This is an optimization exercise on Yosys and OpenROAD, whose aim is small area, not a production implementation.
At most, simulation tests tie the RTL to the original design; equivalence was not proved.
No functional check of the RTL was part of runs 2 to 6.
Power figures rest on the tool's default switching activity, not on a simulated workload.

`flow/constraint.sdc`:
```
create_clock -name core_clock -period 5.0 [get_ports {mcbsp0_slaver_clkx}]
set_input_delay 1.0000 -clock core_clock [delete_from_list [all_inputs] [get_ports {mcbsp0_slaver_clkx}]]
set_output_delay 1.0000 -clock core_clock [all_outputs]
set_load 0.01 [all_outputs]
```
`flow/design.v`:
```
package dsp_link_pkg;
  localparam int WORD_W      = 32;
  localparam int FRAME_WORDS = 20;   
  localparam int BUF_ADDR_W  = 6;    
  localparam int BANK1_BASE  = 32;   
  localparam int BIT_CNT_W   = 5;
  typedef logic [WORD_W-1:0]     word_t;
  typedef logic [2:0]            step_t;
  typedef logic [BUF_ADDR_W-1:0] buf_addr_t;
  typedef enum logic [WORD_W-1:0] {
    OPC_STEP0       = 32'hAAAA_0000,
    OPC_STEP1       = 32'hAAAA_1111,
    OPC_STEP2       = 32'hAAAA_2222,
    OPC_STEP3       = 32'hAAAA_3333,
    OPC_STEP4       = 32'hAAAA_4444,
    OPC_STEP5       = 32'hAAAA_5555,
    OPC_STEP6       = 32'hAAAA_6666,
    OPC_STEP7       = 32'hAAAA_7777,
    OPC_PART_SYN    = 32'hAAAA_AAAA,   
    OPC_FINE_DATA   = 32'h6666_6666,
    OPC_DECODE_DATA = 32'h5555_5555,
    OPC_LOSE        = 32'h1111_1111,
    OPC_COARSE_SYN  = 32'h4444_4444,
    OPC_FINE_SYN    = 32'h3333_3333,
    OPC_TX_DATA     = 32'h6666_9999    
  } opcode_t;
  typedef enum logic {RX_IDLE, RX_SHIFT} rx_state_t;
endpackage
module mcbsp_rx (
  input  logic                mcbsp0_slaver_clkx,
  input  logic                cfg_rst,
  input  logic                fsx,
  input  logic                mosi,
  output dsp_link_pkg::word_t rx_word,
  output logic                rx_valid
);
  typedef logic [dsp_link_pkg::BIT_CNT_W-1:0] cnt_t;
  dsp_link_pkg::rx_state_t state;
  cnt_t                    bit_cnt;   
  always_ff @(posedge mcbsp0_slaver_clkx) begin
    if ((state == dsp_link_pkg::RX_SHIFT) || fsx) begin
      rx_word <= {rx_word[dsp_link_pkg::WORD_W-2:0], mosi};
    end
  end
  always_ff @(posedge mcbsp0_slaver_clkx or posedge cfg_rst) begin
    if (cfg_rst) begin
      state    <= dsp_link_pkg::RX_IDLE;
      bit_cnt  <= '0;
      rx_valid <= 1'b0;
    end else begin
      rx_valid <= 1'b0;
      case (state)
        dsp_link_pkg::RX_IDLE: begin
          if (fsx) begin   
            state   <= dsp_link_pkg::RX_SHIFT;
            bit_cnt <= '0;
          end
        end
        dsp_link_pkg::RX_SHIFT: begin
          bit_cnt <= bit_cnt + cnt_t'(1);
          if (int'(bit_cnt) == dsp_link_pkg::WORD_W - 2) begin   
            state    <= dsp_link_pkg::RX_IDLE;
            rx_valid <= 1'b1;
          end
        end
        default: state <= dsp_link_pkg::RX_IDLE;
      endcase
    end
  end
endmodule
module dsp_cmd_decode (
  input  logic                mcbsp0_slaver_clkx,
  input  logic                cfg_rst,
  input  dsp_link_pkg::word_t rx_word,
  input  logic                rx_valid,
  output logic                start_send,
  output dsp_link_pkg::step_t send_step,
  output logic                part_syn_start,
  output logic                lose,
  output logic                flag_croase,
  output logic                flag_fine,
  output logic                croase_data_flag,
  output logic                fine_data_flag,
  output logic                decode_data_flag,
  output logic                tx_data_flag,
  output logic                dsp_start_send
);
  dsp_link_pkg::opcode_t opc;
  logic                  send_start;
  logic                  send_start_d;
  assign opc = dsp_link_pkg::opcode_t'(rx_word);
  assign start_send = send_start || send_start_d;
  always_ff @(posedge mcbsp0_slaver_clkx or posedge cfg_rst) begin
    if (cfg_rst) begin
      send_start_d <= 1'b0;
    end else begin
      send_start_d <= send_start;
    end
  end
  always_ff @(posedge mcbsp0_slaver_clkx or posedge cfg_rst) begin
    if (cfg_rst) begin
      send_start       <= 1'b0;
      send_step        <= '0;
      part_syn_start   <= 1'b0;
      lose             <= 1'b0;
      flag_croase      <= 1'b0;
      flag_fine        <= 1'b0;
      croase_data_flag <= 1'b0;
      fine_data_flag   <= 1'b0;
      decode_data_flag <= 1'b0;
      tx_data_flag     <= 1'b0;
      dsp_start_send   <= 1'b0;
    end else begin
      send_start       <= 1'b0;   
      part_syn_start   <= 1'b0;
      lose             <= 1'b0;
      flag_croase      <= 1'b0;
      flag_fine        <= 1'b0;
      croase_data_flag <= 1'b0;
      fine_data_flag   <= 1'b0;
      decode_data_flag <= 1'b0;
      tx_data_flag     <= 1'b0;
      if (rx_valid) begin
        case (opc)
          dsp_link_pkg::OPC_STEP0, dsp_link_pkg::OPC_STEP1,
          dsp_link_pkg::OPC_STEP2, dsp_link_pkg::OPC_STEP3,
          dsp_link_pkg::OPC_STEP4, dsp_link_pkg::OPC_STEP5,
          dsp_link_pkg::OPC_STEP6, dsp_link_pkg::OPC_STEP7: begin
            send_start <= 1'b1;
            send_step  <= dsp_link_pkg::step_t'(rx_word[2:0]);   
          end
          dsp_link_pkg::OPC_PART_SYN: begin
            send_start       <= 1'b1;
            send_step        <= '0;
            part_syn_start   <= 1'b1;
            croase_data_flag <= 1'b1;
          end
          dsp_link_pkg::OPC_FINE_DATA: begin   
            send_start     <= 1'b1;
            fine_data_flag <= 1'b1;
          end
          dsp_link_pkg::OPC_DECODE_DATA: begin
            send_start       <= 1'b1;
            decode_data_flag <= 1'b1;
          end
          dsp_link_pkg::OPC_LOSE:       lose        <= 1'b1;
          dsp_link_pkg::OPC_COARSE_SYN: flag_croase <= 1'b1;
          dsp_link_pkg::OPC_FINE_SYN:   flag_fine   <= 1'b1;
          dsp_link_pkg::OPC_TX_DATA: begin
            tx_data_flag   <= 1'b1;
            dsp_start_send <= 1'b1;   
          end
          default: ;   
        endcase
      end
    end
  end
endmodule
module sync_pos_capture (
  input  logic                mcbsp0_slaver_clkx,
  input  logic                cfg_rst,
  input  logic                arm,
  input  dsp_link_pkg::word_t rx_word,
  input  logic                rx_valid,
  output dsp_link_pkg::word_t pos,
  output logic                end_pulse
);
  logic armed;
  always_ff @(posedge mcbsp0_slaver_clkx or posedge cfg_rst) begin
    if (cfg_rst) begin
      armed <= 1'b0;
    end else if (end_pulse) begin
      armed <= 1'b0;
    end else if (arm) begin
      armed <= 1'b1;
    end
  end
  always_ff @(posedge mcbsp0_slaver_clkx or posedge cfg_rst) begin
    if (cfg_rst) begin
      pos       <= '0;
      end_pulse <= 1'b0;
    end else if (armed && rx_valid) begin
      pos       <= rx_word;
      end_pulse <= 1'b1;
    end else begin
      end_pulse <= 1'b0;   
    end
  end
endmodule
module tx_frame_buffer (
  input  logic                    mcbsp0_slaver_clkx,
  input  logic                    cfg_rst,
  input  logic                    arm,
  input  dsp_link_pkg::word_t     rx_word,
  input  logic                    rx_valid,
  input  dsp_link_pkg::buf_addr_t read_addr,
  output dsp_link_pkg::word_t     send_data,
  output logic                    tx_send_start
);
  dsp_link_pkg::word_t     mem [0:(1 << dsp_link_pkg::BUF_ADDR_W)-1];
  dsp_link_pkg::buf_addr_t wr_ptr;
  dsp_link_pkg::buf_addr_t next_base;
  logic                    send_en;
  logic                    wr_en;
  logic                    frame_done;
  assign wr_en = send_en && rx_valid;
  assign frame_done =
    (wr_ptr == dsp_link_pkg::buf_addr_t'(dsp_link_pkg::FRAME_WORDS - 1)) ||
    (wr_ptr == dsp_link_pkg::buf_addr_t'(dsp_link_pkg::BANK1_BASE +
                                         dsp_link_pkg::FRAME_WORDS - 1));
  assign next_base = (wr_ptr < dsp_link_pkg::buf_addr_t'(dsp_link_pkg::BANK1_BASE)) ?
                     dsp_link_pkg::buf_addr_t'(dsp_link_pkg::BANK1_BASE) : '0;
  always_ff @(posedge mcbsp0_slaver_clkx or posedge cfg_rst) begin
    if (cfg_rst) begin
      send_en <= 1'b0;
    end else if (tx_send_start) begin   
      send_en <= 1'b0;
    end else if (arm) begin
      send_en <= 1'b1;
    end
  end
  always_ff @(posedge mcbsp0_slaver_clkx or posedge cfg_rst) begin
    if (cfg_rst) begin
      wr_ptr        <= '0;
      tx_send_start <= 1'b0;
    end else if (wr_en && frame_done) begin
      wr_ptr        <= next_base;   
      tx_send_start <= 1'b1;
    end else if (wr_en) begin
      wr_ptr        <= wr_ptr + dsp_link_pkg::buf_addr_t'(1);
      tx_send_start <= 1'b0;
    end else begin
      tx_send_start <= 1'b0;
    end
  end
  always_ff @(posedge mcbsp0_slaver_clkx) begin
    if (wr_en) begin
      mem[wr_ptr] <= rx_word;
    end
    send_data <= mem[read_addr];   
  end
endmodule
module dsp_fpga_data (
  input  logic                    mcbsp0_slaver_clkx,
  input  logic                    cfg_rst,
  input  logic                    mcbsp0_slaver_fsx,
  input  logic                    mcbsp0_slaver_mosi,
  input  dsp_link_pkg::buf_addr_t read_addr,
  output dsp_link_pkg::word_t     send_data,
  output logic                    tx_send_start,
  output logic                    start_send,
  output dsp_link_pkg::step_t     send_step,
  output logic                    part_syn_start,
  output logic                    lose,
  output logic                    corase_end,
  output logic                    fine_end,
  output dsp_link_pkg::word_t     corase_syn_pos,
  output dsp_link_pkg::word_t     fine_syn_pos,
  output logic                    dsp_start_send,
  output logic                    flag_croase,
  output logic                    flag_fine,
  output logic                    croase_data_flag,
  output logic                    fine_data_flag,
  output logic                    decode_data_flag,
  output logic                    tx_data_flag
);
  dsp_link_pkg::word_t rx_word;
  logic                rx_valid;
  mcbsp_rx u_rx (
    .mcbsp0_slaver_clkx (mcbsp0_slaver_clkx),
    .cfg_rst            (cfg_rst),
    .fsx                (mcbsp0_slaver_fsx),
    .mosi               (mcbsp0_slaver_mosi),
    .rx_word            (rx_word),
    .rx_valid           (rx_valid)
  );
  dsp_cmd_decode u_decode (
    .mcbsp0_slaver_clkx (mcbsp0_slaver_clkx),
    .cfg_rst            (cfg_rst),
    .rx_word            (rx_word),
    .rx_valid           (rx_valid),
    .start_send         (start_send),
    .send_step          (send_step),
    .part_syn_start     (part_syn_start),
    .lose               (lose),
    .flag_croase        (flag_croase),
    .flag_fine          (flag_fine),
    .croase_data_flag   (croase_data_flag),
    .fine_data_flag     (fine_data_flag),
    .decode_data_flag   (decode_data_flag),
    .tx_data_flag       (tx_data_flag),
    .dsp_start_send     (dsp_start_send)
  );
  sync_pos_capture coarse_cap (
    .mcbsp0_slaver_clkx (mcbsp0_slaver_clkx),
    .cfg_rst            (cfg_rst),
    .arm                (flag_croase),
    .rx_word            (rx_word),
    .rx_valid           (rx_valid),
    .pos                (corase_syn_pos),
    .end_pulse          (corase_end)
  );
  sync_pos_capture fine_cap (
    .mcbsp0_slaver_clkx (mcbsp0_slaver_clkx),
    .cfg_rst            (cfg_rst),
    .arm                (flag_fine),
    .rx_word            (rx_word),
    .rx_valid           (rx_valid),
    .pos                (fine_syn_pos),
    .end_pulse          (fine_end)
  );
  tx_frame_buffer u_buf (
    .mcbsp0_slaver_clkx (mcbsp0_slaver_clkx),
    .cfg_rst            (cfg_rst),
    .arm                (tx_data_flag),   
    .rx_word            (rx_word),
    .rx_valid           (rx_valid),
    .read_addr          (read_addr),
    .send_data          (send_data),
    .tx_send_start      (tx_send_start)
  );
endmodule
```
`flow/config.mk`:
```
export PLATFORM = sky130hd
export DESIGN_NAME = dsp_fpga_data
export DESIGN_NICKNAME = dsp_fpga_data
export VERILOG_FILES = /design/flow/design.v
export SDC_FILE = /design/flow/constraint.sdc
export NUM_CORES = 4
export LEC_CHECK = 0
export CAP_MARGIN = 20
export CORE_MARGIN = 2
export CORE_UTILIZATION = 40
export SLEW_MARGIN = 20
```
`flow/run.sh`:
```
#!/bin/bash
# synth_recipe.tcl (not shown) runs the flow's synth.tcl, then flattens the netlist and writes it again
# the make line also repeats each setting of config.mk as NAME=value (left out here)
make -C /OpenROAD-flow-scripts/flow DESIGN_CONFIG=/design/flow/config.mk WORK_HOME=/design/flow/orfs CLKGATE_MAP_FILE= SYNTH_SCRIPT=/design/flow/synth_recipe.tcl finish
```
==> results of run 1 <==
==> worst max-delay path: stages, from the launching register on <==
cell and delay (ns):
dfrtp_1 0.86, and3_1 0.34, nand3_1 0.73, nor2_4 1.11
buf_4 0.36
==> placed cells by master, fill, tap and decap left out, types with 60 or more instances in the layout <==
cell type and instances:
edfxtp_1 2080, mux4_2 513, clkbuf_16 219, buf_4 218
clkdlybuf4s50_1 115, nand2_1 113, o22ai_1 104, dfrtp_1 96
mux2_2 89, clkbuf_1 75, nor2_4 62, a22oi_1 60
==> metal layers <==
layer / up-vias / GRT usage / share of wire
li1: 16400 / - / -
met1: 22500 / 0.321 / 0.41
met2: 2104 / 0.335 / 0.46
met3: 330 / 0.0436 / 0.092
met4: 6 / 0.0698 / 0.033
met5: - / 0 / 0.00018
==> logic make-up (layout without fill, tap and decap cells) <==
group           after synthesis  count (layout)  synth area share
flops                      2208            2208             0.787
mux                         649             649             0.156
simple gates                364             364            0.0207
compound gates              266             266            0.0219
buf+inv                     209             779            0.0134
fa+ha+maj                     3               3          0.000451
xor+xnor                      3               3          0.000316
other cells                   0               6                 0
==> state kept, by name, indices dropped and copies added, names as in the netlist, 3 cells and up <==
signal / count
coarse_cap.pos: 32
fine_cap.pos: 32
u_rx.bit_cnt: 5
u_buf.wr_ptr: 6
u_buf.mem: 2048
u_buf.send_data: 32
u_decode.send_step: 3
u_rx.rx_word: 32
==> power by group through the flow <==
stage          logic (mW)  clock network (mW)  registers, mW
5_1_grt              4.72                17.1           22.9
2_1_floorplan       0.939                   0           24.2
4_1_cts              4.51                16.4           22.9
3_3_place_gp         4.36                   0           23.2
3_5_place_dp         4.52                   0           23.2
6_report             4.50                16.2           22.9
==> worst max-delay path by stage <==
stage | from | to | slack, ns | depth (start not counted)
detailed placement | read_addr[0] | u_buf.send_data[21] | 0.96 | 7
CTS | u_rx.rx_valid | u_buf.mem[23][16] | 1.35 | 4
global placement | read_addr[0] | u_buf.send_data[29] | 0.62 | 7
finish | u_rx.rx_valid | u_buf.mem[23][0] | 1.28 | 4
global route | u_rx.rx_valid | u_buf.mem[23][12] | 1.22 | 4
floorplan | u_buf.wr_ptr[3] | u_buf.mem[40][0] | 1.33 | 5
==> per-stage QoR <==
stage                     instances  hold WS [ns]  utilization  instance area (sq um)
final                          7066         0.358        0.466                  96500
after detailed placement       6649         0.362        0.432                  89400
after CTS                      7060         0.364        0.466                  96500
after floorplan                3702         0.346            -                  83300
after global placement         6649         0.363        0.432                  89400
after global routing           7062         0.368        0.466                  96500
==> layout make-up <==
| class | instances | area, sq um | area share |
|---|---|---|---|
| antenna | 6 | 15.0 | 0.000156 |
| clock buffer | 319 | 6110 | 0.0633 |
| clock inverter | 92 | 976 | 0.0101 |
| inverter | 11 | 43.8 | 0.000454 |
| multi-input combinational | 1285 | 17100 | 0.178 |
| sequential | 2208 | 65500 | 0.679 |
| tap | 2788 | 3490 | 0.0361 |
| timing repair buffer | 357 | 3220 | 0.0334 |
==> notes.md, run 1 <==
- Max H-tree Level: 4
- CTS tree: yes
- Filler Cell Count: between 15000 and 20000
- Core Area: 207000 sq um
- Post-synth ARST share: 0.0435
- Period utilization: 0.744
- GRT Overall Usage: 0.220
- Post-synth top area cell: edfxtp_1
- WP data required: approximately 5.6 ns
- Hold Path Class: flip-flop to flip-flop
- Post-synthesis sequential area ratio: 0.787
- Cts bufs inserted: between 200 and 250
- Clock power share: 0.371
- Nets: slightly above 4000
- I/O Buffers: ~120
- Clock Tree Buf Depth: 3
- Min-delay src: u_decode.send_start
- Final min period: 3.72 ns
- Switching share of power: 0.253
- Row cnt: between 150 and 200
- Rel. slew slack: 0.207
- Setup ws final: roughly 1.3 ns
- Total Power: ~44 mW
- Vias in the first global route: slightly above 40000
- Top post-synthesis cells by area: edfxtp_1, mux4_2, dfrtp_1
- CP endpoint kind: flip-flop
- Static Leak: ~31 nW
- Combinational fraction of design power: 0.103
- Cts repair resizes: 0
- Top-count cell post-synth: edfxtp_1
- Cell-internal power: approximately 32 mW
- Final WL: between 200000 and 250000 microns
- Worst r2r src: u_rx.rx_valid
- First-pass GRT wire length: approximately 330000 microns
- Sequential share of power: 0.525
- Clock Latency Late Sink: between 0.8 and 0.9 ns
- Via Count: approximately 41000
- Crit path kind: flip-flop to flip-flop
- FF-to-FF End: u_buf.mem[23][0]
- Routed vias/inst: between 5 and 6
- Largest net degree at the start of global routing: 73
- R2r worst-path depth: 4
- Final hold violations: 0
- Synth Flop Type: edfxtp_1
- Max frequency: 269 MHz
- CTS clk-pin slew, worst paths: 0.06 ns
- Post-CTS setup buffer count: 0
- WP data arrival: about 4.3 ns
- Synth top area share: 0.750
- Setup slack, reg-to-reg: 1.28 ns
- Fin. max-slew vios: 0
- Hold depth: 0
- Root Buffer Master: clkbuf_16
- Skew final: approximately 0.036 ns
- Number of synthesized flops with an enable pin: roughly 2100
- HPWL Detailed: 141000 microns
- Status: finished clean
- Synth Net Count: between 3000 and 4000
- RSZ-0062 raised after global routing: false
- Worst-path fanout max: 19
- NetSw: ~11 mW
- Placer Congestion: ~0.93
- Syn avg cell area: 22.5 sq um
- Number of I/O pins: ~120
- Post-detailed-route wirelength per cell: about 33 microns
- Final setup vio count: 0
- Max Cap Viol: 0
- Setup TNS Final: 0 ns
- Die span in x: approximately 460 microns
- Worst vdd ir: 0.696 mV
- Initial antenna violation count: 18
- Worst Tran Pin Value: between 1 and 1.5 ns
- Leading cell types by count after synthesis: edfxtp_1, mux4_2, nand2_1
- Die area: 212000 sq um
- Netlist cell types: 58
- DRT Pass-1 Iters: 6
- Cts hold-fix bufs: 0
- DP Worst Slack: 0.963 ns
- CTS sink count: between 2000 and 2500
- PD cells: 451 nW/um^2
- Netlist Area Pre-Place: ~83000 sq um
- Hold endpoint: u_decode.send_start_d
- CP Launch Type: flip-flop
- Grt ovf: 0
- Synth-to-Final Area Change: 15.9%
- Routed Antenna Nets: 0
- Residual DRC count: 0
- Drt initial violations: 6371
- Seq cells post-synth: about 2200
- Initial Util: 0.402
- Die H: about 460 microns
- Syn. warnings: 4
- Share of layout cells above drive strength 1: 0.290
- Cells after Synth: ~3700
==> run 2, diff against run 1 <==
--- a/flow/design.v
+++ b/flow/design.v
@@ -37,11 +37,11 @@
   typedef logic [dsp_link_pkg::BIT_CNT_W-1:0] cnt_t;
   dsp_link_pkg::rx_state_t state;
   cnt_t                    bit_cnt;   
+  dsp_link_pkg::word_t     sr_n;      
   always_ff @(posedge mcbsp0_slaver_clkx) begin
-    if ((state == dsp_link_pkg::RX_SHIFT) || fsx) begin
-      rx_word <= {rx_word[dsp_link_pkg::WORD_W-2:0], mosi};
-    end
+    sr_n <= {sr_n[dsp_link_pkg::WORD_W-2:0], ~mosi};
   end
+  assign rx_word = ~sr_n;
   always_ff @(posedge mcbsp0_slaver_clkx or posedge cfg_rst) begin
     if (cfg_rst) begin
       state    <= dsp_link_pkg::RX_IDLE;
@@ -165,7 +165,9 @@
   output dsp_link_pkg::word_t pos,
   output logic                end_pulse
 );
-  logic armed;
+  logic                armed;
+  logic                none;     
+  dsp_link_pkg::word_t pos_n;    
   always_ff @(posedge mcbsp0_slaver_clkx or posedge cfg_rst) begin
     if (cfg_rst) begin
       armed <= 1'b0;
@@ -177,15 +179,21 @@
   end
   always_ff @(posedge mcbsp0_slaver_clkx or posedge cfg_rst) begin
     if (cfg_rst) begin
-      pos       <= '0;
+      none      <= 1'b1;
       end_pulse <= 1'b0;
-    end else if (armed && rx_valid) begin
-      pos       <= rx_word;
-      end_pulse <= 1'b1;
     end else begin
-      end_pulse <= 1'b0;   
+      end_pulse <= armed && rx_valid;
+      if (armed && rx_valid) begin
+        none <= 1'b0;
+      end
+    end
+  end
+  always_ff @(posedge mcbsp0_slaver_clkx) begin
+    if (armed && rx_valid) begin
+      pos_n <= ~rx_word;
     end
   end
+  assign pos = ~(pos_n | {dsp_link_pkg::WORD_W{none}});
 endmodule
 module tx_frame_buffer (
   input  logic                    mcbsp0_slaver_clkx,
@@ -197,19 +205,24 @@
   output dsp_link_pkg::word_t     send_data,
   output logic                    tx_send_start
 );
-  dsp_link_pkg::word_t     mem [0:(1 << dsp_link_pkg::BUF_ADDR_W)-1];
-  dsp_link_pkg::buf_addr_t wr_ptr;
-  dsp_link_pkg::buf_addr_t next_base;
-  logic                    send_en;
-  logic                    wr_en;
-  logic                    frame_done;
-  assign wr_en = send_en && rx_valid;
-  assign frame_done =
-    (wr_ptr == dsp_link_pkg::buf_addr_t'(dsp_link_pkg::FRAME_WORDS - 1)) ||
-    (wr_ptr == dsp_link_pkg::buf_addr_t'(dsp_link_pkg::BANK1_BASE +
-                                         dsp_link_pkg::FRAME_WORDS - 1));
-  assign next_base = (wr_ptr < dsp_link_pkg::buf_addr_t'(dsp_link_pkg::BANK1_BASE)) ?
-                     dsp_link_pkg::buf_addr_t'(dsp_link_pkg::BANK1_BASE) : '0;
+  localparam int NW = dsp_link_pkg::FRAME_WORDS;
+  dsp_link_pkg::word_t ring0 [0:NW-1];
+  dsp_link_pkg::word_t ring1 [0:NW-1];
+  dsp_link_pkg::word_t hold_word;
+  logic [4:0] phase;        
+  logic [4:0] phase_nx;
+  logic [4:0] wr_idx;       
+  logic       wr_bank;      
+  logic       pend;         
+  logic       send_en;
+  logic       wr_en;
+  logic       ins;
+  logic [5:0] wr_sum;
+  logic [5:0] rd_sum;
+  assign wr_en    = send_en && rx_valid;
+  assign phase_nx = (phase == 5'(NW - 1)) ? 5'd0 : phase + 5'd1;
+  assign wr_sum   = {1'b0, wr_idx} + {1'b0, phase};
+  assign ins      = pend && ((wr_sum == 6'(NW - 1)) || (wr_sum == 6'(2 * NW - 1)));
   always_ff @(posedge mcbsp0_slaver_clkx or posedge cfg_rst) begin
     if (cfg_rst) begin
       send_en <= 1'b0;
@@ -221,23 +234,61 @@
   end
   always_ff @(posedge mcbsp0_slaver_clkx or posedge cfg_rst) begin
     if (cfg_rst) begin
-      wr_ptr        <= '0;
-      tx_send_start <= 1'b0;
-    end else if (wr_en && frame_done) begin
-      wr_ptr        <= next_base;   
-      tx_send_start <= 1'b1;
-    end else if (wr_en) begin
-      wr_ptr        <= wr_ptr + dsp_link_pkg::buf_addr_t'(1);
+      phase         <= '0;
+      wr_idx        <= '0;
+      wr_bank       <= 1'b0;
+      pend          <= 1'b0;
       tx_send_start <= 1'b0;
     end else begin
-      tx_send_start <= 1'b0;
+      phase         <= phase_nx;
+      tx_send_start <= wr_en && (wr_idx == 5'(NW - 1));
+      if (wr_en) begin
+        pend <= 1'b1;
+      end else if (ins) begin
+        pend <= 1'b0;
+        if (wr_idx == 5'(NW - 1)) begin   
+          wr_idx  <= '0;
+          wr_bank <= ~wr_bank;
+        end else begin
+          wr_idx <= wr_idx + 5'd1;
+        end
+      end
     end
   end
   always_ff @(posedge mcbsp0_slaver_clkx) begin
+    for (int k = 1; k < NW; k++) begin
+      ring0[k] <= ring0[k-1];
+      ring1[k] <= ring1[k-1];
+    end
+    ring0[0] <= (ins && !wr_bank) ? hold_word : ring0[NW-1];
+    ring1[0] <= (ins &&  wr_bank) ? hold_word : ring1[NW-1];
     if (wr_en) begin
-      mem[wr_ptr] <= rx_word;
+      hold_word <= rx_word;
+    end
+  end
+  logic [2*NW:0] rd_sel;      
+  logic [2*NW:0] rd_sel_nx;
+  logic [4:0]    rd_pos_nx;
+  logic          rd_hold_nx;
+  assign rd_sum     = {1'b0, read_addr[4:0]} + {1'b0, phase_nx};
+  assign rd_pos_nx  = (rd_sum >= 6'(NW)) ? 5'(rd_sum - 6'(NW)) : rd_sum[4:0];
+  assign rd_hold_nx = pend && (read_addr == {wr_bank, wr_idx});
+  always_comb begin
+    rd_sel_nx = '0;
+    for (int k = 0; k < NW; k++) begin
+      rd_sel_nx[k]      = !rd_hold_nx && !read_addr[5] && (rd_pos_nx == 5'(k));
+      rd_sel_nx[NW + k] = !rd_hold_nx &&  read_addr[5] && (rd_pos_nx == 5'(k));
+    end
+    rd_sel_nx[2*NW] = rd_hold_nx;
+  end
+  always_ff @(posedge mcbsp0_slaver_clkx) begin
+    rd_sel <= rd_sel_nx;
+  end
+  always_comb begin
+    send_data = {32{rd_sel[2*NW]}} & hold_word;
+    for (int k = 0; k < NW; k++) begin
+      send_data = send_data | ({32{rd_sel[k]}} & ring0[k]) | ({32{rd_sel[NW + k]}} & ring1[k]);
     end
-    send_data <= mem[read_addr];   
   end
 endmodule
 module dsp_fpga_data (
--- a/flow/config.mk
+++ b/flow/config.mk
@@ -8,4 +8,5 @@
 export CAP_MARGIN = 20
 export CORE_MARGIN = 2
 export CORE_UTILIZATION = 40
+export CTS_BUF_LIST = sky130_fd_sc_hd__clkbuf_8
 export SLEW_MARGIN = 20
==> run 2 against run 1 <==
  * Synthesized cell count is 23% lower
  * Area after synthesis down 51%
  * Register-to-register slack got worse by 0.56 ns
  * Die area is 51% lower
  * Critical path type is now flip-flop to output port
  * Critical endpoint is now send_data[7]
  * Largest power group unchanged
  * Highest routed layer is now met4
==> notes.md, run 2 <==
- Status: finished clean
- Die H: approximately 320 microns
- Row cnt: 116
- Die span in x: approximately 320 microns
- Worst vdd ir: approximately 0.24 mV
- Rel. slew slack: 0.143
- Registers with the most flip-flops: u_buf.ring0: 640 flops, u_buf.ring1: 640 flops, u_buf.rd_sel: 41 flops
- WP data required: roughly 4.0 ns
- Drt initial violations: roughly 3600
- Crit path kind: flip-flop to output port
- Synth-to-Final Area Change: 17.9%
- PD cells: roughly 470 nW/um^2
- Placer Congestion: 0.868
- Largest net degree at the start of global routing: 41
- Nets: ~3100
- Skew final: approximately 0.052 ns
- Syn avg cell area: 14.2 sq um
- Cts hold-fix bufs: 0
- Placed insts: 4247
- Cts bufs inserted: 217
- DRT Pass-1 Iters: 8
- Final WL: 133000 microns
- Number of synthesized flops with an enable pin: 96
- Seq cells post-synth: roughly 1500
- Post-synthesis sequential area ratio: 0.762
- WP data arrival: approximately 3.7 ns
- Share of layout cells above drive strength 1: 0.150
- Initial Util: 0.405
- DP Area: around 43000 sq um
- Routed vias/inst: about 6
- I/O Buffers: between 100 and 150
- Routed Antenna Nets: 0
- Post-synth top area cell: dfxtp_1
- Top-count cell post-synth: dfxtp_1
- Vias in the first global route: between 20000 and 30000
- Residual DRC count: 0
- Core Area: 100000 sq um
- Worst-path fanout max: 23
- Commonest non-fill, non-tap cell in the layout: dfxtp_1
- Leading cell types by count after synthesis: dfxtp_1, a22oi_1, a22o_1
- CTS tree: yes
- CTS sink count: 1489
- Number of I/O pins: roughly 120
- Final min period: about 4.7 ns
- Max frequency: approximately 210 MHz
- Final hold violations: 0
- Cells after Synth: 2860
- Post-synth ARST share: 0.0269
- Hold Path Class: flip-flop to flip-flop
- Netlist Area Pre-Place: 40600 sq um
- Root Buffer Master: clkbuf_8
- Cts repair resizes: 0
- Max Cap Viol: 0
- Synth Net Count: 2888
- Clock Tree Buf Depth: 3
- Grt ovf: 0
- Max H-tree Level: 4
- CP Launch Type: flip-flop
- Finished Layout Cells: between 4000 and 5000
- CTS clk-pin slew, worst paths: approximately 0.060 ns
- Netlist cell types: 63
- Final instance area: around 48000 sq um
- Die area: 104000 sq um
- Initial antenna violation count: 2
- Clock Latency Late Sink: around 0.9 ns
- Static Leak: 18.7 nW
- CP endpoint kind: output port
- Setup TNS Final: 0 ns
- Via Count: between 20000 and 30000
- Synth top area share: 0.667
- Top post-synthesis cells by area: dfxtp_1, edfxtp_1, a22oi_1
- Syn. warnings: 6
- Post-detailed-route wirelength per cell: approximately 29 microns
- Period utilization: 0.945
- Synth Flop Type: dfxtp_1
- HPWL Detailed: about 77000 microns
- Fin. max-slew vios: 0
- Worst Tran Pin Value: between 1 and 1.5 ns
- Post-CTS setup buffer count: 0
- Most frequent cells in the layout: dfxtp_1, a22oi_1, clkbuf_8
- Final setup vio count: 0
- First-pass GRT wire length: 190000 microns
- GRT Overall Usage: 0.251
- RSZ-0062 raised after global routing: false
run 2: cell count changes after synthesis, moves of 96 or more:
cell      previous run  this run
a22oi_1             60       296
mux4_2             513         0
edfxtp_1          2080        96
nand4_1              9       105
o22ai_1            104         3
a221oi_1             2       157
dfxtp_1             32      1353
a22o_1               0       158
run 2: worst max-delay path, cell delays in order (launching register included):
cell             delay (ns)
dfxtp_2                0.69
buf_4                  0.41
a221oi_1               0.36
nand4_1                0.12
or4_1                  0.71
clkdlybuf4s50_1        0.55
run 2: metal layers:
| layer | vias to the layer above | share of wire | routed length [microns] | GRT usage |
|---|---|---|---|---|
| li1 | 11300 | - | - | - |
| met1 | 13600 | 0.42 | 56600 | 0.344 |
| met4 | 0 | 0.035 | 4660 | 0.103 |
| met2 | 1812 | 0.44 | 58900 | 0.383 |
| met5 | - | 0 | 0 | 0 |
| met3 | 339 | 0.10 | 13300 | 0.0569 |
run 2: worst paths after layout:
kind | start | endpoint | slack [ns] | depth (start not counted)
min in group asynchronous | cfg_rst | u_decode.send_step[1] | 0.57 | 3
worst min register to register | u_buf.ring0[10][26] | u_buf.ring0[11][26] | 0.32 | 0
worst max-delay path | u_buf.rd_sel[40] | send_data[7] | 0.27 | 5
max in group asynchronous | cfg_rst | fine_cap.none | 4.05 | 3
worst min-delay path | u_buf.ring0[10][26] | u_buf.ring0[11][26] | 0.32 | 0
worst max register to register | u_buf.phase[1] | u_buf.rd_sel[25] | 0.72 | 15
run 2: stage by stage:
stage	hold slack, ns	setup slack [ns]	utilization	total power [mW]
finish	0.320	0.274	0.477	22.3
global route	0.332	0.153	0.477	22.9
CTS	0.325	0.227	0.477	22.4
detailed placement	0.337	0.409	0.432	12.7
global placement	0.333	0.444	0.432	12.7
floorplan	0.330	1.28	-	12.5
run 2: area by class of cell:
type                       instances  area, sq um
fill                            8862        52500
tap                             1357         1700
antenna                            5         12.5
multi-input combinational       1178         8890
timing repair buffer             177         1630
clock inverter                   127          805
sequential                      1489        31000
clock buffer                     266         3660
inverter                          46          173
run 2: cell families (layout without fill, tap and decap cells):
| logic type | Yosys count | in the layout | share of synthesized area |
|---|---|---|---|
| adders and majority gates | 18 | 18 | 0.00591 |
| DFF | 1489 | 1489 | 0.762 |
| and+or+nand+nor | 394 | 394 | 0.0526 |
| xor gates and xnor gates | 15 | 15 | 0.00357 |
| other | 0 | 5 | 0 |
| AOI/OAI and AO/OA | 678 | 678 | 0.136 |
| buffers and inverters | 193 | 616 | 0.0191 |
| muxes | 73 | 73 | 0.0205 |
run 2: power breakdown:
| group | total (mW) | switching (mW) | leakage (nW) | internal (mW) |
|---|---|---|---|---|
| clock | 9.83 | 4.64 | 2.60 | 5.19 |
| sequential | 12.2 | 0.177 | 12.3 | 12.0 |
| combinational | 0.281 | 0.197 | 3.76 | 0.0842 |
==> run 3, diff against run 2 <==
--- a/flow/config.mk
+++ b/flow/config.mk
@@ -8,5 +8,5 @@
 export CAP_MARGIN = 20
 export CORE_MARGIN = 2
 export CORE_UTILIZATION = 40
-export CTS_BUF_LIST = sky130_fd_sc_hd__clkbuf_8
+export CTS_BUF_LIST = sky130_fd_sc_hd__clkbuf_4
 export SLEW_MARGIN = 20
==> run 3 against run 2 <==
  * Still clean
  * First-iteration DRC count fell by 5.0%
  * Fmax fell by 3.7%
  * Clock power fell by 2%
  * Synthesized cell count did not move
  * Global-route usage rose by 0.30 points
  * Combinational power barely moved
  * Area after synthesis did not move
  * Setup slack got worse by 0.18 ns
  * Via count rose by 3.3%
  * Largest cell class unchanged
  * Highest routed layer is now met5
==> notes.md, run 3 <==
- Max frequency: ~200 MHz
- Clock Tree Buf Depth: 4
- CTS clk-pin slew, worst paths: around 0.060 ns
- Seq cells post-synth: 1489
- Hold Path Class: flip-flop to flip-flop
- Combinational fraction of design power: 0.013
- Grt ovf: 0
- Number of I/O pins: 122
- Clock Latency Late Sink: 1.21 ns
- Worst-path fanout max: 19
- Final hold violations: 0
- Static Leak: around 19 nW
- DP Area: approximately 43000 sq um
- Clock power share: 0.437
- Most frequent cells in the layout: dfxtp_1, clkbuf_4, a22oi_1
- Crit path kind: flip-flop to output port
- Drt initial violations: around 3400
- Switching share of power: 0.229
- WP data required: roughly 4 ns
- Top-count cell post-synth: dfxtp_1
- Routed vias/inst: 5.74
- Core Area: about 100000 sq um
- Die H: 323 microns
- Skew final: ~0.12 ns
- Netlist cell types: 63
- DRT Pass-1 Iters: 7
- Vias in the first global route: between 20000 and 30000
- Worst r2r src: u_buf.phase[1]
- Commonest non-fill, non-tap cell in the layout: dfxtp_1
- Synth-to-Final Area Change: 17.8%
- Max Cap Viol: 0
- Residual DRC count: 0
- Die area: approximately 100000 sq um
- Fin. max-slew vios: 0
- Status: finished clean
- Max H-tree Level: 5
- Post-synth ARST share: 0.0269
- Number of synthesized flops with an enable pin: 96
- Syn. warnings: 6
- Synth Flop Type: dfxtp_1
- Via Count: 28000
- Synth Net Count: ~2900
- Placed insts: ~4200
- Final WL: about 130000 microns
- WP data arrival: 3.91 ns
- HPWL Detailed: roughly 77000 microns
- Die span in x: about 320 microns
- Worst Setup SP: u_buf.rd_sel[15]
- Sequential share of power: 0.550
- Post-synth top area cell: dfxtp_1
- Leading cell types by count after synthesis: dfxtp_1, a22oi_1, a22o_1
- Largest net degree at the start of global routing: a little over 40
- Finished Layout Cells: 4867
- Period utilization: 0.982
- Worst vdd ir: between 0.2 and 0.25 mV
- Post-synthesis sequential area ratio: 0.762
- Setup TNS Final: 0 ns
- Root Buffer Master: clkbuf_4
- NetSw: about 5.1 mW
- Placer Congestion: 0.868
- Row cnt: approximately 120
- DP Worst Slack: ~0.4 ns
- CTS sink count: approximately 1500
- Nets: about 3300
- Post-detailed-route wirelength per cell: 27.6 microns
- I/O Buffers: around 120
- Initial Util: 0.405
- CTS tree: yes
- Routed Antenna Nets: 0
- Initial antenna violation count: 3
- Final setup vio count: 0
- Syn avg cell area: between 10 and 15 sq um
- Cell-internal power: around 17 mW
- CP Launch Type: flip-flop
- Worst Tran Pin Value: approximately 1.3 ns
- First-pass GRT wire length: slightly below 200000 microns
- Min-delay src: u_buf.ring1[8][13]
- Filler Cell Count: roughly 8900
- Final min period: 4.91 ns
- Registers with the most flip-flops: u_buf.ring0: 640 flops, u_buf.ring1: 640 flops, u_buf.rd_sel: 41 flops
- Final instance area: approximately 48000 sq um
- GRT Overall Usage: 0.254
- Synth top area share: 0.667
- Final core utilization: 0.477
- WHS: approximately 0.27 ns
- Netlist Area Pre-Place: between 40000 and 50000 sq um
- Share of layout cells above drive strength 1: 0.207
- PD cells: ~460 nW/um^2
- Top post-synthesis cells by area: dfxtp_1, edfxtp_1, a22oi_1
- CP endpoint kind: output port
- Cells after Synth: 2860
- Setup ws final: ~0.091 ns
- Cts hold-fix bufs: 0
- Rel. slew slack: 0.165
- Cts bufs inserted: around 370
- Total Power: about 22 mW
## run 3: worst max-delay path, cell delays in order (launching register included)
cell             delay (ns)
dfxtp_2                0.55
buf_4                  0.42
a22o_1                 0.27
a221oi_1               0.23
nand3_1                0.12
or4_1                  0.62
clkdlybuf4s50_1        0.54
## run 3: kinds of logic (layout without fill, tap and decap cells)
group,after synthesis,in the layout,share of synthesized area
DFF,1489,1489,0.762
AOI/OAI and AO/OA,678,678,0.136
and+or+nand+nor,394,394,0.0526
buffers and inverters,193,839,0.0191
muxes,73,73,0.0205
adders and majority gates,18,18,0.00591
xor gates and xnor gates,15,15,0.00357
other,0,4,0
## run 3: layer usage
layer,track usage,wire length [microns],vias to the layer above
met5,0,13,-
met4,0.107,4190,2
met3,0.0729,15000,298
met2,0.387,59700,1924
met1,0.338,55600,13900
li1,-,-,11800
## run 3: final cells by class
class | count | area (sq um) | share of cell area
Timing Repair Buffer | 177 | 1640 | 0.0342
Multi-Input combinational cell | 1178 | 8890 | 0.186
Clock buffer | 529 | 3970 | 0.0830
Tap cell | 1357 | 1700 | 0.0355
Sequential cell | 1489 | 31100 | 0.649
Antenna cell | 4 | 10.0 | 0.000209
Clock inverter | 87 | 439 | 0.00917
Inverter | 46 | 173 | 0.00361
## run 3: power by group through the flow
| stage | sequential, mW | clock [mW] | combinational (mW) |
|---|---|---|---|
| floorplan | 12.3 | 0 | 0.186 |
| global placement | 12.5 | 0 | 0.264 |
| detailed placement | 12.5 | 0 | 0.274 |
| CTS | 12.2 | 9.81 | 0.275 |
| global route | 12.2 | 10.5 | 0.296 |
| finish | 12.2 | 9.68 | 0.281 |
## run 3: final timing paths
check	to	slack [ns]	cells past startpoint
worst min register to register	u_buf.ring1[9][13]	0.27	0
max in group asynchronous	u_buf.wr_idx[1]	4.28	3
worst min-delay path	u_buf.ring1[9][13]	0.27	0
worst max-delay path	send_data[18]	0.09	6
worst max register to register	u_buf.rd_sel[9]	0.77	15
min in group asynchronous	u_decode.decode_data_flag	0.30	3
## run 3: timing repair
| item | CTS | global route |
|---|---|---|
| hold endpoints to repair | 0 | 0 |
| setup endpoints to repair | 6 | 2 |
| gates resized for setup | 6 | 2 |
| pin swaps | 0 | 0 |
| setup buffers | 0 | 0 |
==> run 4, diff against run 3 <==
==> flow/flow/run.sh (new file) <==
#!/bin/bash
# The standard layout, with two changes: the port buffers are buf_1 cells, and
# clock tree synthesis uses clkbuf_4 buffers without dummy loads.
set -euo pipefail
cd "$(dirname "$0")/.."
export BUFFER_PORTS_ARGS="-buffer_cell sky130_fd_sc_hd__buf_1"
export CTS_ARGS="-sink_clustering_enable -repair_clock_nets -dont_use_dummy_load -buf_list sky130_fd_sc_hd__clkbuf_4"
bash standard.sh > standard.log 2>&1
==> flow/standard.sh (new file) <==
#!/bin/bash
# synth_recipe.tcl (not shown) runs the flow's synth.tcl, then flattens the netlist and writes it again
# the make line also repeats each setting of config.mk as NAME=value (left out here)
make -C /OpenROAD-flow-scripts/flow DESIGN_CONFIG=/design/flow/config.mk WORK_HOME=/design/flow/orfs CLKGATE_MAP_FILE= SYNTH_SCRIPT=/design/flow/synth_recipe.tcl "${@:-finish}"
--- a/flow/config.mk
+++ b/flow/config.mk
@@ -8,5 +8,4 @@
 export CAP_MARGIN = 20
 export CORE_MARGIN = 2
 export CORE_UTILIZATION = 40
-export CTS_BUF_LIST = sky130_fd_sc_hd__clkbuf_4
 export SLEW_MARGIN = 20
removed: flow/run.sh
==> run 4 against run 3 <==
  * Still clean
  * Fmax rose by 4.8%
  * Clock skew grew 0.0022 ns
  * Non-clock buffer count fell by 3
  * Critical path type unchanged
==> notes.md, run 4 <==
- Max H-tree Level: 5
- Synth-to-Final Area Change: 11.7%
- Syn. warnings: 6
- Hold Path Class: input port to flip-flop
- Highest routed layer: met5
- Root Buffer Master: clkbuf_4
- Commonest non-fill, non-tap cell in the layout: dfxtp_1
- Min-delay src: mcbsp0_slaver_fsx
- Setup TNS Final: 0 ns
- Post-synth ARST share: 0.0269
- Share of layout cells above drive strength 1: 0.165
- Most frequent cells in the layout: dfxtp_1, clkbuf_4, a22oi_1
- Residual DRC count: 0
- Seq cells post-synth: ~1500
- Worst r2r src: u_buf.phase[1]
- Clock Tree Buf Depth: 4
- Final hold violations: 0
- Static Leak: approximately 17 nW
- Drt initial violations: roughly 2700
- Registers with the most flip-flops: u_buf.ring0: 640 flops, u_buf.ring1: 640 flops, u_buf.rd_sel: 41 flops
- Crit-path cells: buf_4 > a22o_1 > a221oi_1 > nand4_1 > or4_1 > buf_1
- Worst path bufs/invs: 2
- Netlist Area Pre-Place: 40600 sq um
- CP endpoint kind: output port
- Top-count cell post-synth: dfxtp_1
- Placer Congestion: approximately 0.83
- WP data arrival: roughly 3.7 ns
- Final setup vio count: 0
- Post-synth top area cell: dfxtp_1
- Via Count: ~27000
- Final core utilization: 0.452
- Final WL: ~130000 microns
- CTS sink count: around 1500
- First-pass GRT wire length: about 180000 microns
- Setup ws final: 0.315 ns
- Worst Tran Pin Value: approximately 1.2 ns
- Filler Cell Count: between 9000 and 10000
- Fin. max-slew vios: 0
- Number of I/O pins: 122
- Die H: about 320 microns
- WP data required: 4.00 ns
- Synth Flop Type: dfxtp_1
- Critical Path Slowest Stage Cell: dfxtp_2
- Routed wl met3: approximately 14000 microns
- Rel. slew slack: 0.205
- Grt ovf: 0
- RSZ-0062 raised after global routing: false
- Period utilization: 0.937
- Initial Util: 0.405
- Cells after Synth: approximately 2900
- WL met2: roughly 57000 microns
- Post-synthesis sequential area ratio: 0.762
- CTS tree: yes
- Core Area: ~100000 sq um
- Post-detailed-route wirelength per cell: around 28 microns
- PD cells: 438 nW/um^2
- Top post-synthesis cells by area: dfxtp_1, edfxtp_1, a22oi_1
- CP Launch Type: flip-flop
- DRT Pass-1 Iters: 8
- Syn avg cell area: 14.2 sq um
- Die span in x: between 300 and 400 microns
- Max frequency: 213 MHz
- Clock Latency Late Sink: roughly 1.2 ns
- DP Worst Slack: 0.795 ns
- Vias in the first global route: about 27000
- Worst-path fanout max: 21
- Final instance area: ~45000 sq um
- Row cnt: 116
- Crit path kind: flip-flop to output port
- Worst Setup SP: u_buf.rd_sel[8]
- Netlist cell types: 63
- Final min period: 4.68 ns
- M1 wire length: between 50000 and 60000 microns
- Number of synthesized flops with an enable pin: 96
- Crit path largest cell delay: roughly 0.7 ns
- Initial antenna violation count: 4
- CTS clk-pin slew, worst paths: 0.05 ns
- Delay-heaviest family, CP: simple AND/OR/NAND/NOR gates
- I/O Buffers: around 120
- Leading cell types by count after synthesis: dfxtp_1, a22oi_1, a22o_1
- Status: finished clean
- Cts bufs inserted: around 360
- Routed Antenna Nets: 0
- DP Area: 42600 sq um
- Nets: ~3300
- Skew final: between 0.1 and 0.15 ns
- WHS: ~0.17 ns
- GRT Overall Usage: 0.248
- HPWL Detailed: roughly 76000 microns
- Max Cap Viol: 0
- Routed vias/inst: between 5 and 6
- Largest net degree at the start of global routing: about 40
- Synth Net Count: between 2000 and 3000
- Worst vdd ir: between 0.2 and 0.25 mV
- Synth top area share: 0.667
- Die area: 104000 sq um
- Cts repair resizes: 0
## run 4: worst register-to-register path: stages (launching register included)
cell	delay (ns)
dfrtp_1	0.41
ha_1	0.24
or3b_2	0.45
o21ai_0	0.13
ha_1	0.32
nor2_1	0.16
nor2_1	0.06
xor2_1	0.33
inv_1	0.14
ha_1	0.21
or3b_1	0.17
a22oi_1	0.07
o31a_1	0.26
or3_1	0.51
mux2i_2	0.51
nor2_1	0.11
## run 4: worst paths after layout
check	to	slack, ns	cells past startpoint
max	send_data[11]	0.32	6
min in group asynchronous	u_buf.tx_send_start	0.52	4
max reg2reg	u_buf.rd_sel[20]	0.74	15
min	u_rx.bit_cnt[3]	0.17	2
max in group asynchronous	u_buf.phase[4]	4.04	4
min reg2reg	u_buf.ring1[19][1]	0.28	0
## run 4: kinds of logic (layout without fill, tap and decap cells)
logic type,count (synthesis),in the layout,synth area share
buffers and inverters,193,583,0.0191
xor gates and xnor gates,15,15,0.00357
AOI/OAI and AO/OA,678,678,0.136
and+or+nand+nor,394,394,0.0526
other,0,7,0
adders and majority gates,18,18,0.00591
muxes,73,73,0.0205
DFF,1489,1489,0.762
## run 4: per-layer routing
layer | global-route usage | vias to the layer above
li1 | - | 11500
met1 | 0.334 | 13300
met2 | 0.371 | 1640
met3 | 0.0736 | 279
met4 | 0.104 | 2
met5 | 0 | -
## run 4: stage by stage
stage	cells	power [mW]
after floorplan	2860	12.5
after global placement	4242	12.7
after detailed placement	4242	12.7
after CTS	4607	20.0
after global routing	4612	20.6
final	4614	19.9
## run 4: timing repair
action	CTS	global route
hold buffers	2	0
endpoints found under the hold margin	39	0
setup endpoints to repair	0	0
setup buffers	0	0
## run 4: cell type report
class                      instances  area (sq um)  share of cell area
sequential                      1489         31000               0.684
multi-input combinational       1178          8890               0.196
clock buffer                     363          2730              0.0600
tap                             1357          1700              0.0374
timing repair buffer             174           857              0.0189
inverter                          46           173             0.00380
antenna                            7          17.5            0.000386
## run 4: report_power, final
| group | switching, mW | internal, mW | total (mW) |
|---|---|---|---|
| clock network | 4.09 | 3.30 | 7.39 |
| registers | 0.150 | 12.0 | 12.2 |
| logic | 0.218 | 0.0780 | 0.296 |
==> run 5, diff against run 4 <==
==> flow/flow/run.sh (replaced) <==
#!/bin/bash
# The standard layout, with two changes: the port buffers are buf_1 cells, and
# clock tree synthesis uses clkbuf_8 buffers in clusters of at most 18 sinks,
# without dummy loads.
set -euo pipefail
cd "$(dirname "$0")/.."
export BUFFER_PORTS_ARGS="-buffer_cell sky130_fd_sc_hd__buf_1"
export CTS_ARGS="-sink_clustering_enable -repair_clock_nets -dont_use_dummy_load -buf_list sky130_fd_sc_hd__clkbuf_8 -sink_clustering_size 18 -sink_clustering_max_diameter 60"
bash standard.sh > standard.log 2>&1
--- a/flow/config.mk
+++ b/flow/config.mk
@@ -7,5 +7,6 @@
 export LEC_CHECK = 0
 export CAP_MARGIN = 20
 export CORE_MARGIN = 2
-export CORE_UTILIZATION = 40
+export CORE_UTILIZATION = 75
+export PLACE_DENSITY = 0.85
 export SLEW_MARGIN = 20
==> run 5 against run 4 <==
  * Critical endpoint is now u_buf.rd_sel[26]
  * Sequential share of layout area rose by 3.7 points
  * Clock skew fell by 0.034 ns
  * Global-route usage rose by 18 points
  * Still clean on timing, DRC and antenna
  * Critical path depth rose by 9
  * Wire length fell by 8.0%
  * Utilization rose by 35 points
  * Highest routed layer unchanged
  * Clock power fell by 31%
==> notes.md, run 5 <==
- Status: finished clean
- Initial antenna violation count: 6
- Vias in the first global route: 27300
- WHS: roughly 0.3 ns
- Cts repair resizes: 0
- Post-synth ARST share: 0.0269
- Largest net degree at the start of global routing: 41
- Worst Tran Pin Value: about 1.2 ns
- Clock Tree Buf Depth: 3
- DP Worst Slack: slightly below 0.8 ns
- Top-count cell post-synth: dfxtp_1
- Post-CTS setup buffer count: 0
- Post-detailed-route wirelength per cell: between 30 and 40 microns
- Top post-synthesis cells by area: dfxtp_1, edfxtp_1, a22oi_1
- Fin. max-slew vios: 0
- Worst r2r src: u_buf.phase[1]
- Residual DRC count: 0
- Max Cap Viol: 0
- Die area: between 50000 and 60000 sq um
- Root Buffer Master: clkbuf_8
- Grt ovf: 0
- Via Count: around 27000
- I/O Buffers: approximately 120
- Die H: between 200 and 250 microns
- Syn avg cell area: around 14 sq um
- Core Area: between 50000 and 60000 sq um
- CP Launch Type: flip-flop
- Row cnt: 85
- Max frequency: between 200 and 250 MHz
- Die span in x: ~240 microns
- Number of synthesized flops with an enable pin: between 90 and 100
- CTS tree: yes
- Leading cell types by count after synthesis: dfxtp_1, a22oi_1, a22o_1
- Worst-path fanout max: 8
- Syn. warnings: 6
- Setup ws final: approximately 0.65 ns
- Hold Path Class: flip-flop to flip-flop
- Seq cells post-synth: ~1500
- Cells after Synth: about 2900
- Nets: between 3000 and 4000
- Commonest non-fill, non-tap cell in the layout: dfxtp_1
- Cts bufs inserted: 92
- CP Capture Point: u_buf.rd_sel[26]
- Initial Util: 0.757
- Worst vdd ir: roughly 0.29 mV
- Clock Latency Late Sink: around 0.76 ns
- Final hold violations: 0
- Final setup vio count: 0
- Synth Flop Type: dfxtp_1
- PD cells: 407 nW/um^2
- Synth-to-Final Area Change: 5.95%
- Synth top area share: 0.667
- Rel. slew slack: 0.232
- Final min period: ~4.4 ns
- Placer Congestion: around 0.93
- FF-to-FF End: u_buf.rd_sel[26]
- Final instance area: roughly 43000 sq um
- Registers with the most flip-flops: u_buf.ring0: 640 flops, u_buf.ring1: 640 flops, u_buf.rd_sel: 41 flops
- Crit path kind: flip-flop to flip-flop
- Static Leak: ~16 nW
- Setup slack, reg-to-reg: 0.65 ns
- WP data arrival: ~4.9 ns
- Netlist Area Pre-Place: about 40000 sq um
- Routed Antenna Nets: 0
- DP Area: about 42000 sq um
- Cts hold-fix bufs: 0
- R2r worst-path depth: 15
- DRT Pass-1 Iters: 6
- Drt initial violations: around 4500
- First-pass GRT wire length: approximately 170000 microns
- Skew final: slightly below 0.09 ns
- Most frequent cells in the layout: dfxtp_1, a22oi_1, a22o_1
- Total Power: 17.5 mW
- CP endpoint kind: flip-flop
- HPWL Detailed: between 60000 and 70000 microns
- Number of I/O pins: 122
- GRT Overall Usage: 0.426
- Setup TNS Final: 0 ns
- Routed vias/inst: between 7 and 8
- WP data required: between 5 and 6 ns
- Synth Net Count: roughly 2900
- Share of layout cells above drive strength 1: 0.0878
- Post-synth top area cell: dfxtp_1
- CTS sink count: ~1500
- Max H-tree Level: 3
- Post-synthesis sequential area ratio: 0.762
- Final WL: 121000 microns
- CTS clk-pin slew, worst paths: 0.11 ns
- Netlist cell types: 63
- RSZ-0062 raised after global routing: false
- Period utilization: 0.870
- Worst Setup SP: u_buf.phase[1]
run 5: cell count changes in the layout (fill, tap and decap cells not counted):
cell           before  now
buf_4              51   48
clkbuf_4          363    0
clkbuf_8            0   92
dlygate4sd3_1       2    0
run 5: worst min-delay path by stage:
stage / start / to / slack [ns] / depth (start not counted)
CTS: u_buf.ring0[17][22] / u_buf.ring0[18][22] / 0.32 / 0
global placement: u_buf.ring1[14][10] / u_buf.ring1[15][10] / 0.33 / 0
finish: u_buf.ring0[17][22] / u_buf.ring0[18][22] / 0.29 / 0
detailed placement: u_buf.ring1[12][27] / u_buf.ring1[13][27] / 0.34 / 0
global route: u_buf.ring0[17][22] / u_buf.ring0[18][22] / 0.32 / 0
floorplan: u_buf.ring1[7][30] / u_buf.ring1[8][30] / 0.33 / 0
run 5: cell type report:
type                            instances  area [sq um]
Antenna cell                            7          17.5
Clock buffer                           92          1270
Fill cell                            2870         10700
Inverter                               46           173
Multi-Input combinational cell       1178          8890
Sequential cell                      1489         31000
Tap cell                              696           871
Timing Repair Buffer                  169           815
run 5: logic make-up after synthesis:
family | share of synthesized area
simple gates | 0.0526
compound gates | 0.136
buf+inv | 0.0191
mux | 0.0205
xor+xnor | 0.00357
fa+ha+maj | 0.00591
flops | 0.762
run 5: stage by stage:
step / util / instances
floorplan: - / 2860
global placement: 0.778 / 3578
detailed placement: 0.778 / 3578
CTS: 0.801 / 3670
global route: 0.801 / 3671
finish: 0.802 / 3677
run 5: where the power goes:
part / leakage, nW / switching [mW] / internal [mW]
Clock: 0.661 / 3.41 / 1.66
Combinational: 3.41 / 0.226 / 0.0768
Sequential: 12.3 / 0.138 / 12.0
Total: 16.4 / 3.77 / 13.8
run 5: layer usage:
layer	wire, microns	global-route usage	up-vias	part of all wire
met3	16700	0.119	640	0.14
li1	-	-	10900	-
met5	31	0	-	0.00026
met4	8330	0.266	4	0.069
met1	42900	0.554	13100	0.36
met2	52700	0.637	2507	0.44
run 5: critical path, stage by stage (launching register included):
cell and delay, ns:
dfrtp_1 0.43, ha_1 0.25, or3b_2 0.45, o21ai_0 0.13
ha_1 0.32, nor2_1 0.17, nor2_1 0.07, xor2_1 0.32
inv_1 0.15, ha_1 0.22, or3b_1 0.19, a22oi_1 0.10
o31a_1 0.25, or3_1 0.50, mux2i_2 0.51, nor3_1 0.15
==> run 6, diff against run 5 <==
--- a/flow/config.mk
+++ b/flow/config.mk
@@ -7,6 +7,6 @@
 export LEC_CHECK = 0
 export CAP_MARGIN = 20
 export CORE_MARGIN = 2
-export CORE_UTILIZATION = 75
-export PLACE_DENSITY = 0.85
+export CORE_UTILIZATION = 60
+export PLACE_DENSITY = 0.7
 export SLEW_MARGIN = 20
==> run 6 against run 5 <==
  * Die area is 25% higher
  * Setup slack better by 0.13 ns
  * Synthesized cell count unchanged
  * Register-to-register slack improved by 0.15 ns
  * Power increased by 0.14%
  * Non-clock buffer count increased by 7
  * Global-route usage is 8.2 points lower
  * Fmax up 3.1%
==> notes.md, run 6 <==
- WHS: approximately 0.32 ns
- CTS sink count: around 1500
- Syn avg cell area: 14.2 sq um
- Cts hold-fix bufs: 0
- R2r worst-path depth: 15
- Initial antenna violation count: 2
- Syn. warnings: 6
- Cts repair resizes: 0
- Finished Layout Cells: slightly below 4000
- Min-delay src: u_buf.ring0[3][2]
- Post-detailed-route wirelength per cell: around 31 microns
- DRT Pass-1 Iters: 9
- Via Count: roughly 26000
- Total Power: 17.6 mW
- Number of synthesized flops with an enable pin: between 90 and 100
- Synth Flop Type: dfxtp_1
- CTS tree: yes
- Number of I/O pins: around 120
- Die H: roughly 260 microns
- Post-synthesis sequential area ratio: 0.762
- Final min period: between 4 and 5 ns
- I/O Buffers: between 100 and 150
- Setup ws final: between 0.7 and 0.8 ns
- Period utilization: 0.844
- Registers with the most flip-flops: u_buf.ring0: 640 flops, u_buf.ring1: 640 flops, u_buf.rd_sel: 41 flops
- Top post-synthesis cells by area: dfxtp_1, edfxtp_1, a22oi_1
- Max H-tree Level: 3
- Die area: ~70000 sq um
- RSZ-0062 raised after global routing: false
- Worst r2r src: u_buf.phase[1]
- Placer Congestion: a little under 0.9
- CP Launch Type: flip-flop
- NetSw: approximately 3.8 mW
- WP data required: approximately 4.0 ns
- Synth top area share: 0.667
- HPWL Detailed: about 71000 microns
- Rel. slew slack: 0.158
- Routed Antenna Nets: 0
- Final instance area: 43400 sq um
- Worst Setup SP: u_buf.rd_sel[14]
- Post-synth ARST share: 0.0269
- DP Worst Slack: around 0.75 ns
- Final hold violations: 0
- Cell-internal power: 13.8 mW
- Initial Util: 0.605
- DP Area: around 42000 sq um
- Setup slack, reg-to-reg: 0.80 ns
- Row cnt: between 90 and 100
- First-pass GRT wire length: between 150000 and 200000 microns
- Grt ovf: 0
- Vias in the first global route: 26500
- Routed vias/inst: between 6 and 7
- Residual DRC count: 0
- Synth Net Count: 2888
- Leading cell types by count after synthesis: dfxtp_1, a22oi_1, a22o_1
- Netlist cell types: 63
- Final core utilization: 0.646
- Filler Cell Count: ~4900
- Largest net degree at the start of global routing: between 40 and 50
- WP data arrival: about 3.2 ns
- Netlist Area Pre-Place: just over 40000 sq um
- Clock power share: 0.290
- Nets: approximately 3000
- Status: finished clean
- Worst-path fanout max: 22
- Static Leak: ~16 nW
- Final setup vio count: 0
- Skew final: 0.102 ns
- Worst Tran Pin Value: 1.26 ns
- Clock Latency Late Sink: between 0.7 and 0.8 ns
- Clock Tree Buf Depth: 3
- Crit path kind: flip-flop to output port
- GRT Overall Usage: 0.344
- Drt initial violations: 3283
- Fin. max-slew vios: 0
- Placed insts: approximately 3800
- Worst vdd ir: 0.248 mV
- Die span in x: ~260 microns
- Post-CTS setup buffer count: 0
- CP endpoint kind: output port
- Most frequent cells in the layout: dfxtp_1, a22oi_1, a22o_1
- PD cells: between 400 and 500 nW/um^2
- Top-count cell post-synth: dfxtp_1
- Setup TNS Final: 0 ns
- Post-synth top area cell: dfxtp_1
- Max Cap Viol: 0
- Final WL: 122000 microns
- Core Area: about 67000 sq um
- Synth-to-Final Area Change: 6.72%
- Share of layout cells above drive strength 1: 0.0905
- Combinational fraction of design power: 0.017
- Cells after Synth: roughly 2900
- Max frequency: around 240 MHz
- Sequential share of power: 0.693
- CTS clk-pin slew, worst paths: approximately 0.11 ns
- Hold depth: 0
- Root Buffer Master: clkbuf_8
- Seq cells post-synth: about 1500
- Switching share of power: 0.214
- Hold Path Class: flip-flop to flip-flop
- Commonest non-fill, non-tap cell in the layout: dfxtp_1
- Cts bufs inserted: between 90 and 100
run 6: cell counts after synthesis:
Identical to the previous run, type by type.
run 6: cells by family after synthesis:
kind of cell,synth area share
AO/OA/AOI/OAI,0.136
AND/OR/NAND/NOR,0.0526
multiplexers,0.0205
XOR/XNOR,0.00357
adder cells (fa/ha/maj),0.00591
buffers and inverters,0.0191
flip-flops,0.762
run 6: power groups by stage:
stage | logic (mW) | registers [mW] | clock network, mW
2_1_floorplan | 0.186 | 12.3 | 0
4_1_cts | 0.293 | 12.2 | 5.12
5_1_grt | 0.316 | 12.2 | 5.55
3_5_place_dp | 0.293 | 12.4 | 0
3_3_place_gp | 0.283 | 12.4 | 0
6_report | 0.302 | 12.2 | 5.10
run 6: path summary, 6_finish.rpt:
check                                        to
setup reg to reg               u_buf.rd_sel[34]
setup / recovery                  send_data[28]
max in group asynchronous        u_buf.phase[0]
min in group asynchronous  coarse_cap.end_pulse
hold reg to reg               u_buf.ring0[4][2]
hold / removal                u_buf.ring0[4][2]
run 6: worst max-delay path: stages, from the launching register on:
cell      delay (ns)
dfxtp_2         0.66
buf_4           0.41
a22o_1          0.23
a221oi_1        0.24
nand3_1         0.10
or4_1           0.65
buf_1           0.19
run 6: cell type report:
| type | instances | area (sq um) | area share |
|---|---|---|---|
| timing repair buffer | 176 | 892 | 0.0206 |
| antenna | 2 | 5.00 | 0.000115 |
| tap | 873 | 1090 | 0.0252 |
| inverter | 46 | 173 | 0.00398 |
| sequential | 1489 | 31000 | 0.715 |
| clock buffer | 94 | 1290 | 0.0298 |
| multi-input combinational | 1178 | 8890 | 0.205 |
run 6: layer usage:
layer	wire length, microns	GRT usage	part of all wire	vias to the layer above
li1	-	-	-	10900
met1	47600	0.464	0.39	12900
met2	54200	0.533	0.45	1719
met3	13700	0.0792	0.11	398
met4	5900	0.153	0.049	2
met5	9	0	0.000074	-

-- what the ideal ports hide --
No port has a modelled driver above. Below, the same layouts with a new extraction and two added sets of constraints.
Step 1 (the two cells are an assumption about what drives the block):
set clk [get_ports {mcbsp0_slaver_clkx}]
set_driving_cell -lib_cell sky130_fd_sc_hd__clkbuf_16 $clk
set_driving_cell -lib_cell sky130_fd_sc_hd__buf_2 [delete_from_list [all_inputs] $clk]
Step 2, shift: input delay + t, output delay - t, t = (earliest + latest rising clock arrival at the registers) / 2. This alone moves slack from input paths to output paths.
Slacks: ideal ports / drivers / drivers and shift; pairs: ideal ports / drivers.
run	t, ns	setup slack, ns	hold WS [ns]	worst setup path after step 2	worst data-port slew with drivers (ns)
run 1	0.930	1.278 / 1.278 / 0.979	0.358 / 0.358 / 0.358	input to register	0.05
run 2	0.941	0.274 / 0.204 / 0.304	0.320 / 0.320 / 0.320	input to register	0.04
run 3	1.210	0.091 / 0.022 / 0.330	0.273 / 0.253 / 0.273	input to register	0.04
run 4	1.182	0.315 / 0.249 / 0.700	0.170 / 0.122 / 0.278	input to register	0.04
run 5	0.782	0.649 / 0.649 / 0.604	0.293 / 0.293 / 0.293	input to register	0.04
run 6	0.758	0.779 / 0.712 / 0.735	0.316 / 0.316 / 0.316	input to register	0.04
After both steps every run listed still meets setup and hold. For run 1, which loses most, drivers alone change the setup slack by 0.000 ns; drivers and shift together by -0.299 ns.
